Context: an optimization exercise on an open-source flow, tuned for small area, a short achievable clock period and few clock cycles per item. The choices shown serve that exercise and are no tape-out recipe. RTL that was checked went through simulation tests only; none was proved equivalent to the original. Power is estimated from default activity; no workload was simulated.

==> flow/design.v <==
`default_nettype none
package rau_pkg;
    localparam int OPERAND_WIDTH_DEF = 16;
    localparam int ACTION_WIDTH = 3;
    localparam logic [ACTION_WIDTH-1:0] ACT_ADD = 3'd0;
    localparam logic [ACTION_WIDTH-1:0] ACT_SUB = 3'd1;
    localparam logic [ACTION_WIDTH-1:0] ACT_MUL = 3'd2;
    localparam logic [ACTION_WIDTH-1:0] ACT_DIV = 3'd3;
    localparam logic [ACTION_WIDTH-1:0] ACT_INC = 3'd4;
    localparam logic [ACTION_WIDTH-1:0] ACT_DEC = 3'd5;
endpackage
`default_nettype wire
`default_nettype none
import rau_pkg::*;
module rational_arithmetic_unit #(
    parameter int OPERAND_WIDTH = rau_pkg::OPERAND_WIDTH_DEF
) (
    input  wire logic                       aclk,
    input  wire logic                       aresetn,
    input  wire logic                       s_valid,
    output logic                            s_ready,
    input  wire logic [rau_pkg::ACTION_WIDTH-1:0] s_action,
    input  wire logic signed [OPERAND_WIDTH-1:0] s_first_numerator,
    input  wire logic signed [OPERAND_WIDTH-1:0] s_first_denominator,
    input  wire logic signed [OPERAND_WIDTH-1:0] s_second_numerator,
    input  wire logic signed [OPERAND_WIDTH-1:0] s_second_denominator,
    output logic                            m_valid,
    input  wire logic                       m_ready,
    output logic signed [2*OPERAND_WIDTH:0] m_result_numerator,
    output logic signed [2*OPERAND_WIDTH:0] m_result_denominator,
    output logic                            m_zero_over_zero
);
    localparam int OW = OPERAND_WIDTH;    
    localparam int NW = 2 * OW + 1;       
    localparam int DW = 2 * OW;           
    localparam int PW = OW + 4;           
    localparam int QW = OW + 3;           
    localparam int K  = 3;                
    typedef enum logic [1:0] {F_IDLE, F_MUL, F_DONE} fst_t;
    fst_t fst_reg;
    logic [2:0] cnt_reg;
    logic       fund_reg;                 
    logic       fsub_reg;                 
    logic signed [OW-1:0] fn1_reg, fd1_reg;
    logic [OW-1:0] mb_reg, mf_reg, mc_reg;    
    logic          pb_reg, pf_reg, pc_reg;    
    logic signed [PW-1:0] accn_reg;
    logic signed [QW-1:0] accd_reg;
    logic          take;                      
    function automatic logic [OW+1:0] bpp(input logic [2:0] t, input logic neg_in,
                                          input logic signed [OW-1:0] a);
        logic [OW+1:0] ae, mag;
        logic neg;
        ae  = {{2{a[OW-1]}}, a};
        mag = (t == 3'b011 || t == 3'b100) ? (ae << 1) : (t[1] ^ t[0]) ? ae : '0;
        neg = (t[2] && !(t[1] && t[0])) ^ neg_in;
        bpp = neg ? ~mag : mag;
    endfunction
    function automatic logic bneg(input logic [2:0] t, input logic neg_in);
        bneg = (t[2] && !(t[1] && t[0])) ^ neg_in;
    endfunction
    logic [OW+1:0] ppb, ppf, ppc;
    logic          ngb, ngf, ngc;
    logic signed [PW-1:0] sumn;
    logic signed [QW-1:0] sumd;
    assign ppb  = bpp({mb_reg[1:0], pb_reg}, 1'b0, fn1_reg);
    assign ppf  = bpp({mf_reg[1:0], pf_reg}, fsub_reg, fd1_reg);
    assign ppc  = bpp({mc_reg[1:0], pc_reg}, 1'b0, fd1_reg);
    assign ngb  = bneg({mb_reg[1:0], pb_reg}, 1'b0);
    assign ngf  = bneg({mf_reg[1:0], pf_reg}, fsub_reg);
    assign ngc  = bneg({mc_reg[1:0], pc_reg}, 1'b0);
    assign sumn = accn_reg + {{(PW-OW-2){ppb[OW+1]}}, ppb} + {{(PW-OW-2){ppf[OW+1]}}, ppf} + PW'(ngb) + PW'(ngf);
    assign sumd = accd_reg + {{(QW-OW-2){ppc[OW+1]}}, ppc} + QW'(ngc);
    logic signed [NW-1:0] fnum;
    logic signed [DW-1:0] fden;
    assign fnum = {accn_reg[OW:0], mb_reg};
    assign fden = {accd_reg[OW-1:0], mc_reg};
    assign s_ready = (fst_reg == F_IDLE);
    always_ff @(posedge aclk) begin
        if (!aresetn) begin
            fst_reg <= F_IDLE;
        end else begin
            case (fst_reg)
                F_IDLE: if (s_valid) fst_reg <= (s_action[2] && s_action[1]) ? F_DONE : F_MUL;
                F_MUL:  if (cnt_reg == 3'd7) fst_reg <= F_DONE;
                F_DONE: if (take) fst_reg <= F_IDLE;
                default: fst_reg <= F_IDLE;
            endcase
        end
        if (fst_reg == F_IDLE) begin
            fn1_reg  <= s_first_numerator;
            fd1_reg  <= s_first_denominator;
            fund_reg <= s_action[2] && s_action[1];
            fsub_reg <= s_action[0];
            case (s_action)
                ACT_ADD, ACT_SUB: begin
                    mb_reg <= s_second_denominator; mf_reg <= s_second_numerator;
                    mc_reg <= s_second_denominator;
                end
                ACT_MUL: begin
                    mb_reg <= s_second_numerator; mf_reg <= '0; mc_reg <= s_second_denominator;
                end
                ACT_DIV: begin
                    mb_reg <= s_second_denominator; mf_reg <= '0; mc_reg <= s_second_numerator;
                end
                default: begin
                    mb_reg <= OW'(1); mf_reg <= OW'(1); mc_reg <= OW'(1);
                end
            endcase
            pb_reg <= 1'b0; pf_reg <= 1'b0; pc_reg <= 1'b0;
            accn_reg <= '0; accd_reg <= '0;
            cnt_reg <= '0;
        end else if (fst_reg == F_MUL) begin
            accn_reg <= sumn >>> 2;
            accd_reg <= sumd >>> 2;
            mb_reg <= {sumn[1:0], mb_reg[OW-1:2]};
            mc_reg <= {sumd[1:0], mc_reg[OW-1:2]};
            mf_reg <= {2'b00, mf_reg[OW-1:2]};
            pb_reg <= mb_reg[1]; pf_reg <= mf_reg[1]; pc_reg <= mc_reg[1];
            cnt_reg <= cnt_reg + 3'd1;
        end
    end
    typedef enum logic [1:0] {C_IDLE, C_PRE, C_RUN} cst_t;
    cst_t cst_reg;
    logic [NW-1:0] x_reg, x_next;         
    logic [DW-1:0] y_reg, y_next;         
    logic [NW-1:0] cx1_reg, cx1_next, cy1_reg, cy1_next;
    logic [DW-1:0] cx2_reg, cx2_next, cy2_reg, cy2_next;
    logic zoz_reg, zoz_next, und_reg, und_next;
    cst_t cst_next;
    function automatic logic [1:0] tzk(input logic [K:0] v);
        tzk = K[1:0];
        for (int i = K - 1; i >= 1; i = i - 1)
            if (v[i]) tzk = i[1:0];
    endfunction
    logic          pre;
    logic [NW-1:0] dxy, dyx;
    logic          ge, xe;
    logic [DW-1:0] v;
    logic [1:0]    s;
    logic [NW-1:0] c1;
    logic [DW-1:0] c2;
    assign pre = (cst_reg == C_PRE);
    assign dxy = {1'b0, pre ? DW'(0) : x_reg[DW-1:0]} - {1'b0, y_reg};
    assign dyx = {1'b0, pre ? DW'(0) : y_reg} - {1'b0, x_reg[DW-1:0]};
    assign ge  = !dxy[NW-1];
    assign xe  = !x_reg[0];
    assign v   = xe ? x_reg[DW-1:0] : (ge ? dxy[DW-1:0] : dyx[DW-1:0]);
    assign s   = tzk(xe ? x_reg[K:0] : dxy[K:0]);
    assign c1  = (xe || ge) ? cx1_reg : cy1_reg;
    assign c2  = (xe || ge) ? cx2_reg : cy2_reg;
    logic signed [NW-1:0] num_s;
    logic signed [DW-1:0] den_s;
    assign num_s = x_reg;
    assign den_s = y_reg;
    logic [DW-1:0] ax, ay;
    logic          nzx, nzy, swap, both_even;
    logic [1:0]    sp;
    logic [NW-1:0] sn;
    logic [DW-1:0] sd;
    assign ax  = x_reg[NW-1] ? dyx[DW-1:0] : x_reg[DW-1:0];
    assign ay  = y_reg[DW-1] ? dxy[DW-1:0] : y_reg;
    assign nzx = x_reg != '0;
    assign nzy = y_reg != '0;
    assign swap = !y_reg[0] && nzx;
    assign both_even = !x_reg[0] && !y_reg[0] && nzx && nzy;
    assign sp  = tzk(x_reg[K:0] | y_reg[K:0]);
    assign sn  = x_reg[NW-1] ? '1 : NW'(1);
    assign sd  = y_reg[DW-1] ? '1 : DW'(1);
    logic done;
    assign done = (cst_reg == C_RUN) && (x_reg == '0);
    logic pend_reg;
    assign take = (fst_reg == F_DONE) && ((cst_reg == C_IDLE) || done);
    assign m_valid = done || pend_reg;
    always_comb begin
        cst_next = cst_reg;
        x_next = x_reg; y_next = y_reg;
        cx1_next = cx1_reg; cx2_next = cx2_reg; cy1_next = cy1_reg; cy2_next = cy2_reg;
        zoz_next = zoz_reg; und_next = und_reg;
        case (cst_reg)
            C_IDLE: ;
            C_PRE: begin
                if (pend_reg) begin
                end else if (und_reg) begin
                    zoz_next = 1'b0;
                    x_next = '0; cy1_next = '0; cy2_next = '0;
                    cst_next = C_RUN;
                end else if (both_even) begin
                    x_next = num_s >>> sp;
                    y_next = den_s >>> sp;
                end else begin
                    cst_next = C_RUN;
                    zoz_next = 1'b0;
                    if (!nzx && !nzy) begin
                        zoz_next = 1'b1;
                        x_next = '0; cy1_next = '0; cy2_next = '0;
                    end else if (!swap) begin
                        x_next = NW'(ax); y_next = ay;
                        cx1_next = sn; cx2_next = '0; cy1_next = '0; cy2_next = sd;
                    end else begin
                        x_next = NW'(ay); y_next = ax;
                        cx1_next = '0; cx2_next = sd; cy1_next = sn; cy2_next = '0;
                    end
                end
            end
            C_RUN: begin
                if (done && m_ready) cst_next = C_IDLE;
                x_next = NW'(v >> s);
                if (!xe && !ge) y_next = x_reg[DW-1:0];
                cx1_next = c1 << s;
                cx2_next = c2 << s;
                if (!xe) begin
                    cy1_next = cx1_reg + cy1_reg;
                    cy2_next = cx2_reg + cy2_reg;
                end
            end
            default: cst_next = C_IDLE;
        endcase
        if (take) begin
            x_next = fnum; y_next = fden; und_next = fund_reg;
            cst_next = C_PRE;
        end
    end
    always_ff @(posedge aclk) begin
        if (!aresetn) begin
            cst_reg  <= C_IDLE;
            pend_reg <= 1'b0;
        end else begin
            cst_reg  <= cst_next;
            pend_reg <= m_valid && !m_ready;
        end
        x_reg <= x_next; y_reg <= y_next;
        cx1_reg <= cx1_next; cx2_reg <= cx2_next; cy1_reg <= cy1_next; cy2_reg <= cy2_next;
        zoz_reg <= zoz_next; und_reg <= und_next;
    end
    assign m_result_numerator   = cy1_reg;
    assign m_result_denominator = {cy2_reg[DW-1], cy2_reg};
    assign m_zero_over_zero     = zoz_reg;
endmodule
`default_nettype wire
export LEC_CHECK = 0
export ABC_CLOCK_PERIOD_IN_PS = 4000
export CAP_MARGIN = 20
export CORE_MARGIN = 2
export CORE_UTILIZATION = 40
export SETUP_SLACK_MARGIN = 5
export SLEW_MARGIN = 20
create_clock -name core_clock -period 10.0 [get_ports {aclk}]
run.sh (not shown) runs the stock make flow with config.mk's settings and CLKGATE_MAP_FILE= SYNTH_SCRIPT=/design/flow/synth_recipe.tcl, a recipe that flattens the netlist after the stock synthesis.
Testbench counts at the start, summed over its fixed seeds: cycles 28,806, items 1,500.
Next try:
--- a/flow/design.v
+++ b/flow/design.v
@@ -70,6 +70,6 @@
     assign ngf  = bneg({mf_reg[1:0], pf_reg}, fsub_reg);
     assign ngc  = bneg({mc_reg[1:0], pc_reg}, 1'b0);
-    assign sumn = accn_reg + {{(PW-OW-2){ppb[OW+1]}}, ppb} + {{(PW-OW-2){ppf[OW+1]}}, ppf} + PW'(ngb) + PW'(ngf);
-    assign sumd = accd_reg + {{(QW-OW-2){ppc[OW+1]}}, ppc} + QW'(ngc);
+    assign sumn = accn_reg + PW'($signed(ppb)) + PW'($signed(ppf)) + PW'(ngb) + PW'(ngf);
+    assign sumd = accd_reg + QW'($signed(ppc)) + QW'(ngc);
     logic signed [NW-1:0] fnum;
     logic signed [DW-1:0] fden;
@@ -150,8 +150,4 @@
     assign c1  = (xe || ge) ? cx1_reg : cy1_reg;
     assign c2  = (xe || ge) ? cx2_reg : cy2_reg;
-    logic signed [NW-1:0] num_s;
-    logic signed [DW-1:0] den_s;
-    assign num_s = x_reg;
-    assign den_s = y_reg;
     logic [DW-1:0] ax, ay;
     logic          nzx, nzy, swap, both_even;
@@ -187,6 +183,6 @@
                     cst_next = C_RUN;
                 end else if (both_even) begin
-                    x_next = num_s >>> sp;
-                    y_next = den_s >>> sp;
+                    x_next = NW'($signed(x_reg) >>> sp);
+                    y_next = DW'($signed(y_reg) >>> sp);
                 end else begin
                     cst_next = C_RUN;
@@ -235,5 +231,5 @@
     end
     assign m_result_numerator   = cy1_reg;
-    assign m_result_denominator = {cy2_reg[DW-1], cy2_reg};
+    assign m_result_denominator = NW'($signed(cy2_reg));
     assign m_zero_over_zero     = zoz_reg;
 endmodule
Effect: The changed run went through all stages and came out clean. Total power goes down by 1.4%. Via count barely changes. Clock skew goes down by 0.0035 ns. Combinational power is about the same. Critical path depth does not change.
Function not checked in the second run of this note: the RTL went through the layout flow alone.

-- separate check: timing with driven ports --
In the flow no input, the clock included, has a driving cell. The finished layouts below were timed again as built, in two steps.
Step 1 sets driving cells, clkbuf_16 on the clock port and buf_2 on the other inputs (assumed; they add their load-dependent delay and slew).
Step 2 adds t to the input delays and takes it off the output delays; t is the mean of the earliest and latest rising clock arrival at the registers after step 1. Input paths then give back, and output paths get back, about the clock's delay inside the block.
Three values: ideal ports, drivers, drivers and shift; two values: the first two.
run | t (ns) | slack for setup (ns) | hold WS [ns] | worst slew at a driven data input, ns | pins driven straight from the clock port
the first run | 0.643 | 4.988 / 4.922 / 5.156 | 0.464 / 0.464 / 0.464 | 0.07 | 1
the second run | 0.629 | 5.017 / 4.953 / 5.123 | 0.455 / 0.455 / 0.455 | 0.06 | 1
After both steps setup and hold are still met in every run listed.
